This is an optimization exercise on Yosys and OpenROAD, whose aim is small area and a short achievable clock period, not a production implementation.
In this exercise RTL edits were held to simulation tests only and were not proved equivalent to the original.
Power figures rest on the tool's default switching activity, not on a simulated workload.

job 105:
==> flow/design.v <==
package muxbus_responder_pkg;
  typedef enum logic [1:0] {
    S_IDLE = 2'd0,
    S_LO   = 2'd1,
    S_HI   = 2'd2,
    S_DATA = 2'd3
  } state_t;
  localparam logic [7:0] OE_WRITE = 8'hFF;
  localparam logic [7:0] OE_READ  = 8'h00;
  function automatic logic in_window(input logic [15:0] addr,
                                     input logic [15:0] base,
                                     input int unsigned aw);
    in_window = ((addr >> aw) == (base >> aw));
  endfunction
endpackage
module muxbus_ram #(
  parameter int AW = 8
) (
  input  logic          clk,
  input  logic [AW-1:0] addr,
  input  logic          we,
  input  logic [7:0]    wdata,
  output logic [7:0]    rdata
);
  logic [7:0]   mem [256];
  logic [31:0]  lsel_n_q;
  logic [7:0]   hsel_n_q, hwe_n;
  logic [255:0] row_we;
  logic [1:0]   half_q [8];
  always_ff @(posedge clk) begin
    for (int i = 0; i < 32; i++) lsel_n_q[i] <= (addr[4:0] != 5'(i));
    for (int j = 0; j < 8; j++)  hsel_n_q[j] <= (addr[7:5] != 3'(j));
  end
  assign hwe_n = ~({8{we}} & ~hsel_n_q);
  for (genvar r = 0; r < 256; r++) begin : g_row
    muxbus_nor2 u_we (.a(lsel_n_q[r % 32]), .b(hwe_n[r / 32]), .y(row_we[r]));
    always_ff @(posedge clk) begin
      if (row_we[r]) mem[r] <= wdata;
    end
  end
  for (genvar b = 0; b < 8; b++) begin : g_bit
    logic [7:0] grp_n;
    for (genvar j = 0; j < 8; j++) begin : g_grp
      logic [31:0] col;
      for (genvar i = 0; i < 32; i++) begin : g_col
        assign col[i] = mem[32*j+i][b];
      end
      muxbus_rdgrp u_grp (.m(col), .sel_n(lsel_n_q), .gsel_n(hsel_n_q[j]), .y_n(grp_n[j]));
    end
    always_ff @(posedge clk) begin
      half_q[b][0] <= ~|grp_n[3:0];
      half_q[b][1] <= ~|grp_n[7:4];
    end
    assign rdata[b] = half_q[b][0] & half_q[b][1];
  end
endmodule
module muxbus_rdgrp (input logic [31:0] m, input logic [31:0] sel_n,
                     input logic gsel_n, output logic y_n);
  logic [15:0] pair_n;
  logic [3:0]  quad;
  always_comb begin
    for (int k = 0; k < 16; k++)
      pair_n[k] = ~((m[2*k] | sel_n[2*k]) & (m[2*k+1] | sel_n[2*k+1]));
    for (int q = 0; q < 4; q++)
      quad[q] = ~(pair_n[4*q] | pair_n[4*q+1] | pair_n[4*q+2] | pair_n[4*q+3]);
    y_n = ~((&quad) | gsel_n);
  end
endmodule
module muxbus_nor2 (input logic a, b, output logic y);
  assign y = ~(a | b);
endmodule
module muxbus_responder #(
  parameter int         MEM_AW    = 8,
  parameter logic [15:0] BASE     = 16'h0000,
  parameter logic [7:0] MISS_DATA = 8'hEA
) (
  input  logic             clk,
  input  logic             rst_n,
  input  logic             phi,
  input  logic [7:0]       addr_mux,
  input  logic [7:0]       bus_in,
  input  logic [7:0]       bus_oe_in,
  output logic [7:0]       data_out,
  output logic             data_oe,
  output logic             phase_err,
  output logic [15:0]      rd_count,
  output logic [15:0]      wr_count
);
  muxbus_responder_pkg::state_t state_q, state_d;
  logic              phi_q, fall, rise;
  logic              lo_done_q, is_wr_q, hit_q, phase_err_q, rd_data_q;
  logic              wr_pend_q;
  logic [MEM_AW-1:0] addr_lo_q;
  logic [7:0]        wdata_q, data_out_q, ram_rdata;
  logic              latch_lo, latch_hi, cycle_done, err_set;
  assign fall = phi_q & ~phi;
  assign rise = ~phi_q & phi;
  always_comb begin
    state_d    = state_q;
    latch_lo   = 1'b0;
    latch_hi   = 1'b0;
    cycle_done = 1'b0;
    err_set    = 1'b0;
    case (state_q)
      muxbus_responder_pkg::S_IDLE: if (fall) state_d = muxbus_responder_pkg::S_LO;
      muxbus_responder_pkg::S_LO: begin
        if (rise) begin
          if (!lo_done_q) begin
            err_set = 1'b1;
            state_d = muxbus_responder_pkg::S_IDLE;
          end else begin
            state_d = muxbus_responder_pkg::S_HI;
          end
        end else if (!lo_done_q) begin
          latch_lo = 1'b1;
        end
      end
      muxbus_responder_pkg::S_HI: begin
        if (fall) begin
          err_set = 1'b1;
          state_d = muxbus_responder_pkg::S_LO;
        end else begin
          latch_hi = 1'b1;
          state_d  = muxbus_responder_pkg::S_DATA;
        end
      end
      muxbus_responder_pkg::S_DATA: begin
        if (fall) begin
          cycle_done = 1'b1;
          state_d    = muxbus_responder_pkg::S_LO;
        end
      end
      default: state_d = muxbus_responder_pkg::S_IDLE;
    endcase
  end
  always_ff @(posedge clk or negedge rst_n) begin
    if (!rst_n) begin
      state_q     <= muxbus_responder_pkg::S_IDLE;
      phi_q       <= 1'b0;
      rd_data_q   <= 1'b0;
      phase_err_q <= 1'b0;
    end else begin
      state_q   <= state_d;
      phi_q     <= phi;
      rd_data_q <= (state_d == muxbus_responder_pkg::S_DATA) & ~is_wr_q;
      if (err_set) phase_err_q <= 1'b1;
    end
  end
  always_ff @(posedge clk) begin
    if (state_q != muxbus_responder_pkg::S_LO) lo_done_q <= 1'b0;
    else if (latch_lo)                         lo_done_q <= 1'b1;
    if (latch_lo) begin
      addr_lo_q <= MEM_AW'(addr_mux);
      is_wr_q   <= (bus_oe_in == muxbus_responder_pkg::OE_WRITE);
    end
    if (latch_hi) begin
      wdata_q <= bus_in;
      hit_q   <= muxbus_responder_pkg::in_window({addr_mux, 8'h00}, BASE, MEM_AW);
    end
    wr_pend_q  <= cycle_done & is_wr_q & hit_q;
    data_out_q <= hit_q ? ram_rdata : MISS_DATA;
  end
  muxbus_ram #(.AW(MEM_AW)) u_ram (
    .clk   (clk),
    .addr  (addr_lo_q),
    .we    (wr_pend_q),
    .wdata (wdata_q),
    .rdata (ram_rdata)
  );
  assign data_out  = data_out_q;
  assign data_oe   = rd_data_q & phi;
  assign phase_err = phase_err_q;
  logic [15:0] rd_cnt_q, wr_cnt_q;
  always_ff @(posedge clk or negedge rst_n) begin
    if (!rst_n) begin
      rd_cnt_q <= '0;
      wr_cnt_q <= '0;
    end else if (cycle_done) begin
      if (is_wr_q) wr_cnt_q <= wr_cnt_q + 16'd1;
      else         rd_cnt_q <= rd_cnt_q + 16'd1;
    end
  end
  assign rd_count = rd_cnt_q;
  assign wr_count = wr_cnt_q;
endmodule
module muxbus_responder_top (
  input  logic        clk,
  input  logic        rst_n,
  input  logic        phi,
  input  logic [7:0]  addr_mux,
  input  logic [7:0]  bus_in,
  input  logic [7:0]  bus_oe_in,
  output logic [7:0]  data_out,
  output logic        data_oe,
  output logic        phase_err,
  output logic [15:0] rd_count,
  output logic [15:0] wr_count
);
  muxbus_responder #(
    .MEM_AW    (8),
    .BASE      (16'h0000),
    .MISS_DATA (8'hEA)
  ) u_resp (
    .clk       (clk),
    .rst_n     (rst_n),
    .phi       (phi),
    .addr_mux  (addr_mux),
    .bus_in    (bus_in),
    .bus_oe_in (bus_oe_in),
    .data_out  (data_out),
    .data_oe   (data_oe),
    .phase_err (phase_err),
    .rd_count  (rd_count),
    .wr_count  (wr_count)
  );
endmodule
clock: 5.0 ns
lec_check: 0
cap_margin: 20
core_margin: 2
core_utilization: 60
cts_buf_list: sky130_fd_sc_hd__clkbuf_4 sky130_fd_sc_hd__clkbuf_8
cts_cluster_size: 20
place_density: 0.7
setup_slack_margin: 2.4
slew_margin: 20
synth_hierarchical: 1
run.sh (not shown) runs the stock make flow with config.mk's settings and CLKGATE_MAP_FILE= SYNTH_SCRIPT=/design/flow/synth_recipe.tcl, a recipe that flattens the netlist after the stock synthesis.
Job 105 reached the final stage; the timing, DRC and antenna checks on its layout passed.
Inputs modified between job 105 and job 101:
- PLACE_DENSITY: 0.7 -> 0.6
- CORE_UTILIZATION: 60 -> 45
- CTS_BUF_LIST: sky130_fd_sc_hd__clkbuf_4 sky130_fd_sc_hd__clkbuf_8 -> unset
- CTS_CLUSTER_SIZE: 20 -> unset
==> run summary <==
Between job 105 and job 101, worst hold slack increased. Higher met1 track utilization from global routing among job 101 and job 105: job 105. The count of clock-buffer cells in the layout of job 101 falls short of that of job 105 by 196. | static leakage power | higher: job 105 |. The number of buffers inserted during clock tree synthesis in job 101 is 0.61 times that in job 105. From job 105 to job 101 the numbers moved as follows: non-clock buffer count has decreased, overall via count from detail_route has decreased. Compared with job 105, in job 101 routed length on met3 lower; routed wire length went up by 8700 um; post-layout worst setup margin has remained practically unchanged. On minimum period implied by the final worst setup slack, job 105 tracks job 101 almost exactly.

========
muxbus_responder_top, a different RTL version from the one above (not shown whole).
Size: about 6400 cells after synthesis, roughly 2200 flip-flops, ~69 I/O pins, about 0.075 mm^2 of cells after synthesis.
Settings: LEC_CHECK=0, CAP_MARGIN=20, CORE_MARGIN=2, CORE_UTILIZATION=55, CTS_CLUSTER_DIAMETER=60, CTS_CLUSTER_SIZE=20, PLACE_DENSITY=0.65, SETUP_SLACK_MARGIN=2.4, SLEW_MARGIN=20, SYNTH_HIERARCHICAL=1; clock period 5.0 ns.
standard.sh (not shown) runs the stock make flow with config.mk's settings and CLKGATE_MAP_FILE= SYNTH_SCRIPT=/design/flow/synth_recipe.tcl, a recipe that flattens the netlist after the stock synthesis.
==> flow/flow/run.sh <==
#!/bin/bash
set -euo pipefail
bash standard.sh synth > synth.log 2>&1
bash standard.sh finish MATCH_CELL_FOOTPRINT=0 "BUFFER_PORTS_ARGS=-buffer_cell sky130_fd_sc_hd__buf_2" > layout.log 2>&1
for f in orfs/logs/*/muxbus_responder_top/base/*.log; do cp "$f" "orfs_$(basename "$f")"; done
Then changed:
Settings changed: CTS_CLUSTER_DIAMETER 60 to 80, CTS_CLUSTER_SIZE 20 to 26, SETUP_SLACK_MARGIN 2.4 to 2.7.
After rerunning: Sequential cell count is unchanged. Total power shrinks by about 8%. Synthesized area stays the same.
Then changed:
Settings changed: CTS_CLUSTER_DIAMETER 80 to 100, CTS_CLUSTER_SIZE 26 to 30, SETUP_SLACK_MARGIN 2.7 to 2.4.
Total power came out lower by a few percent.
Clock power is lower by roughly a tenth.
Sequential share of layout area rises by 1.3 points.
Critical path depth is higher by 1.
Cell area decreases by a few percent.
Hold slack is better by 20 ps.
Final cell count came out lower slightly.

========
Starting RTL as in the previous note.
Settings: LEC_CHECK=0, CAP_MARGIN=20, CORE_MARGIN=2, CORE_UTILIZATION=60, CTS_CLUSTER_DIAMETER=80, CTS_CLUSTER_SIZE=26, PLACE_DENSITY=0.7, SETUP_SLACK_MARGIN=2.7, SLEW_MARGIN=20, SYNTH_HIERARCHICAL=1; clock period 5.0 ns.
Scripts as last shown in full above: flow/flow/run.sh
The first run produced a clean layout.
Then changed:
CORE_UTILIZATION = 62   (was 60)
CTS_CLUSTER_SIZE = 28   (was 26)
PLACE_DENSITY = 0.72   (was 0.7)
SETUP_SLACK_MARGIN = 2.75   (was 2.7)
Effect: Final area hardly moves. Die area went down by a few percent. Non-clock buffer count went up by 25. Worst hold slack stays flat. Sequential share of layout area went down by 0.12 points.

========
muxbus_responder_top, a different RTL version from the one above (not shown whole).
Size: about 6700 cells after synthesis, roughly 2200 flip-flops, about 69 I/O pins.
export LEC_CHECK = 0
export CAP_MARGIN = 20
export CORE_MARGIN = 2
export CORE_UTILIZATION = 55
export CTS_CLUSTER_DIAMETER = 80
export CTS_CLUSTER_SIZE = 26
export PLACE_DENSITY = 0.65
export SETUP_SLACK_MARGIN = 2.7
export SLEW_MARGIN = 20
export SYNTH_HIERARCHICAL = 1
create_clock -name core_clock -period 5.0 [get_ports {clk}]
Scripts as last shown in full above: flow/flow/run.sh
==> next run, changes <==
Settings changed: CORE_UTILIZATION 55 to 62, CTS_CLUSTER_SIZE 26 to 28, PLACE_DENSITY 0.65 to 0.72, SETUP_SLACK_MARGIN 2.7 to 2.75.
Power is lower by 2.4%.
Clock-buffer cell count is lower by 18.
Hold slack is better by 0.025 ns.
Final area is lower by 1.1%.

-- re-timing with driven ports --
The flow's constraints put no driver on any port. The routed layouts listed below were extracted and timed again, unchanged, in two steps. Step 1 sets driving cells, clkbuf_16 on the clock port and buf_2 on the other inputs (assumed; they add their load-dependent delay and slew). Step 2 moves the port delays by t, midway between the first and last clock arrival at a register: inputs arrive t later, outputs are due t later. That takes back most of the time a late clock gives input paths. a / b / c = ideal / step 1 / step 2; a / b = the first two.
run | t, ns | setup WS [ns] | hold slack, ns | worst setup path at the end | cell pins on the clock port's net
job 105 | 1.073 | 2.345 / 2.314 / 2.345 | 0.113 / 0.062 / 0.468 | register to register | 1
job 101 | 0.917 | 2.347 / 2.266 / 2.347 | 0.281 / 0.213 / 0.476 | register to register | 1
the first run of note 2 | 0.869 | 2.253 / 2.253 / 2.253 | 0.287 / 0.233 / 0.476 | register to register | 1
the second run of note 2 | 0.833 | 2.574 / 2.521 / 2.242 | 0.319 / 0.263 / 0.489 | input to register | 1
the third run of note 2 | 0.826 | 2.292 / 2.292 / 2.292 | 0.339 / 0.277 / 0.479 | register to register | 1
the first run of note 3 | 0.826 | 2.509 / 2.509 / 2.374 | 0.344 / 0.285 / 0.492 | input to register | 1
the second run of note 3 | 0.808 | 2.588 / 2.554 / 2.403 | 0.346 / 0.286 / 0.495 | input to register | 1
the first run of note 4 | 0.831 | 2.571 / 2.522 / 2.365 | 0.345 / 0.286 / 0.480 | input to register | 1
the second run of note 4 | 0.794 | 2.612 / 2.564 / 2.595 | 0.370 / 0.312 / 0.481 | input to output | 1
After both steps setup and hold are still met in every run listed. For the second run of note 2, which loses most, drivers alone change the setup slack by -0.053 ns; drivers and shift together by -0.332 ns.
